What follows belongs to an exercise in optimizing a design on an open flow for small area; a production flow would make more cautious choices. Only simulation tests tie the RTL to the original design; equivalence was not proved. Power and IR drop assume default switching activity.

rev 12:
## dataAcqCore
module dataAcqCore (
  input  logic         Clk,
  input  logic         En,
  input  logic [31:0]  cpuCommand,
  input  logic         statusClear,
  input  logic [127:0] sensorReadings,
  output logic [31:0]  resultForCpu,
  output logic [2:0]   statusBits
);
Size: ~750 cells after synthesis, about 200 I/O pins, about 8100 sq um of cells after synthesis.
Settings: LEC_CHECK=0, ABC_AREA=1, CAP_MARGIN=20, CORE_MARGIN=2, CORE_UTILIZATION=65, CTS_BUF_LIST=sky130_fd_sc_hd__clkbuf_8, CTS_CLUSTER_DIAMETER=50, CTS_CLUSTER_SIZE=16, SLEW_MARGIN=20; clock period 10.0 ns.
standard.sh (not shown) runs the stock make flow with config.mk's settings and CLKGATE_MAP_FILE= SYNTH_SCRIPT=/design/flow/synth_recipe.tcl, a recipe that flattens the netlist after the stock synthesis.
==> flow/flow/run.sh <==
#!/bin/bash
# Standard ORFS flow with two changes:
#  - synthesis maps logic with an area-oriented ABC script (flow/abc_area.script);
#    registers are untouched (same dfflibmap step as the standard synthesis)
#  - adders are left to ABC too (no ADDER_MAP_FILE half/full adder cells)
#  - every input and output port still gets a buffer, but a buf_1 one, and the
#    buffers synthesis puts on outputs sharing a net (insbuf) are buf_1 too
set -euo pipefail
rm -rf myscripts
cp -r "$FLOW_HOME/scripts" myscripts
cp flow/abc_area.script myscripts/abc_area.script
export SCRIPTS_DIR="$PWD/myscripts"
export BUFFER_PORTS_ARGS="-buffer_cell sky130_fd_sc_hd__buf_1"
bash standard.sh SCRIPTS_DIR="$PWD/myscripts" ADDER_MAP_FILE= "CTS_ARGS=-sink_clustering_enable -repair_clock_nets -dont_use_dummy_load -buf_list sky130_fd_sc_hd__clkbuf_8 -sink_clustering_size 16 -sink_clustering_max_diameter 50" "MIN_BUF_CELL_AND_PORTS=sky130_fd_sc_hd__buf_1 A X" finish > standard.log 2>&1
==> flow/flow/abc_area.script <==
strash
&get -n
&st
&deepsyn -T 60
&dch -f
&nf -a -R 1000
&put
topo
diff inputs: rev 12 => rev 13
- swapping 50 for 40 in CTS_CLUSTER_DIAMETER
- swapping 16 for 14 in CTS_CLUSTER_SIZE
--- a/flow/flow/run.sh
+++ b/flow/flow/run.sh
@@ -13,2 +13,2 @@
 export BUFFER_PORTS_ARGS="-buffer_cell sky130_fd_sc_hd__buf_1"
-bash standard.sh SCRIPTS_DIR="$PWD/myscripts" ADDER_MAP_FILE= "CTS_ARGS=-sink_clustering_enable -repair_clock_nets -dont_use_dummy_load -buf_list sky130_fd_sc_hd__clkbuf_8 -sink_clustering_size 16 -sink_clustering_max_diameter 50" "MIN_BUF_CELL_AND_PORTS=sky130_fd_sc_hd__buf_1 A X" finish > standard.log 2>&1
+bash standard.sh SCRIPTS_DIR="$PWD/myscripts" ADDER_MAP_FILE= "MIN_BUF_CELL_AND_PORTS=sky130_fd_sc_hd__buf_1 A X" finish > standard.log 2>&1
### Flow results
- Of rev 12 and rev 13, the higher count of TritonRoute iterations in the first routing pass belongs to rev 12.
- Between rev 12 and rev 13, relative area of clock buffers and inverters in the final design increased.
- Compared with rev 12, rev 13 ends up with more cell area.
- Compared with rev 12, rev 13 shows a lower fill cell total of the finished layout.
- Delta (rev 13 minus rev 12): max-slew headroom at the worst pin went up; HPWL after detailed placement closely matched the old numbers; met3 global-route usage up 0.42 points.
- Rev 13 vs. rev 12: buffer share of cell area went down by 0.23 points.
- Per the comparison of rev 13 with rev 12, slew at the pin closest to its max-slew limit moved down; overall routed net length moved up.

Another version of the RTL of dataAcqCore (not shown whole).
Size: roughly 220 flip-flops, about 200 I/O pins.
// dataAcqCore
module dataAcqCore (
  input  logic         Clk,
  input  logic         En,
  input  logic [31:0]  cpuCommand,
  input  logic         statusClear,
  input  logic [127:0] sensorReadings,
  output logic [31:0]  resultForCpu,
  output logic [2:0]   statusBits
);
==> flow/config.mk <==
export PLATFORM = sky130hd
export DESIGN_NAME = dataAcqCore
export DESIGN_NICKNAME = dataAcqCore
export VERILOG_FILES = /design/flow/design.v
export SDC_FILE = /design/flow/constraint.sdc
export NUM_CORES = 4
export LEC_CHECK = 0
export ABC_AREA = 1
export CAP_MARGIN = 20
export CORE_MARGIN = 2
export CORE_UTILIZATION = 65
export CTS_BUF_LIST = sky130_fd_sc_hd__clkbuf_8
export CTS_CLUSTER_DIAMETER = 50
export CTS_CLUSTER_SIZE = 16
export SLEW_MARGIN = 20
==> flow/constraint.sdc <==
create_clock -name core_clock -period 10.0 [get_ports {Clk}]
set_input_delay 2.0000 -clock core_clock [delete_from_list [all_inputs] [get_ports {Clk}]]
set_output_delay 2.0000 -clock core_clock [all_outputs]
set_load 0.01 [all_outputs]
==> flow/flow/run.sh <==
#!/bin/bash
# Standard ORFS flow with two changes:
#  - synthesis maps logic with an area-oriented ABC script (flow/abc_area.script);
#    registers are untouched (same dfflibmap step as the standard synthesis)
#  - adders are left to ABC too (no ADDER_MAP_FILE half/full adder cells)
#  - every input and output port still gets a buffer, but a buf_1 one
set -euo pipefail
rm -rf myscripts
cp -r "$FLOW_HOME/scripts" myscripts
cp flow/abc_area.script myscripts/abc_area.script
export SCRIPTS_DIR="$PWD/myscripts"
export BUFFER_PORTS_ARGS="-buffer_cell sky130_fd_sc_hd__buf_1"
bash standard.sh SCRIPTS_DIR="$PWD/myscripts" ADDER_MAP_FILE= finish > standard.log 2>&1
==> flow/flow/abc_area.script <==
strash
&get -n
&st
&dc2
&dch -f
&nf -a -R 1000
&put
topo
Edit:
Settings changed: CTS_BUF_LIST sky130_fd_sc_hd__clkbuf_8 to sky130_fd_sc_hd__clkbuf_16, CTS_CLUSTER_DIAMETER 50 to 80, CTS_CLUSTER_SIZE 16 to 30.
Sequential power hardly moves; synthesized area is unchanged; clock skew barely changes; register-to-register slack is worse by 0.06 ns; clock-buffer cell count came out lower by 7; sequential share of layout area came out lower by 0.15 points; flip-flop and latch count stays the same; worst hold slack hardly moves; via count came out lower by 0.33%; total power came out higher by about 1.6%; clock power came out higher by 6.6%.
Edit:
Settings changed: CTS_BUF_LIST sky130_fd_sc_hd__clkbuf_16 to sky130_fd_sc_hd__clkbuf_4, CTS_CLUSTER_DIAMETER 80 to 30, CTS_CLUSTER_SIZE 30 to 10.
Effect: Worst setup slack gets better by 0.17 ns; power came out higher by 6.7%; non-clock buffer count is unchanged.
Edit:
Settings changed: CORE_UTILIZATION 65 to 75, CTS_BUF_LIST sky130_fd_sc_hd__clkbuf_4 to sky130_fd_sc_hd__clkbuf_8, CTS_CLUSTER_DIAMETER 30 to 40, CTS_CLUSTER_SIZE 10 to 20.
What happened: Final area barely changes; die area is lower by 13%; routed wire length is higher by 3.8%; hold slack gains 0.020 ns; worst setup slack loses 0.42 ns.

## static timing again, ports no longer ideal
In the flow no input, the clock included, has a driving cell. The finished layouts below were timed again as built, in two steps.
Step 1: set_driving_cell puts a clkbuf_16 on Clk and a buf_2 on each other input, an assumption about the parent block.
Step 2 times the ports against the registers' clock, not the clock port: input delays grow and output delays shrink by t, the midpoint of the rising clock arrivals with the driver on.
a / b / c = ideal ports / drivers / drivers and shift; a / b = the first two.
run	shift t [ns]	setup WS [ns]	worst setup path after step 2	pins driven straight from the clock port
rev 12	0.527	2.729 / 2.729 / 2.265	input to register	1
rev 13	0.583	2.696 / 2.696 / 2.199	input to register	1
the first run of note 2	0.546	4.905 / 4.911 / 4.364	input to register	1
the second run of note 2	0.509	4.833 / 4.861 / 4.352	input to register	1
the third run of note 2	0.657	5.001 / 5.017 / 4.359	input to register	1
the fourth run of note 2	0.601	4.586 / 4.592 / 3.990	input to register	1
After both steps every run listed still meets setup and hold. The setup slack of the third run of note 2, which loses most, moves by +0.016 ns with the drivers and by -0.642 ns with both steps.
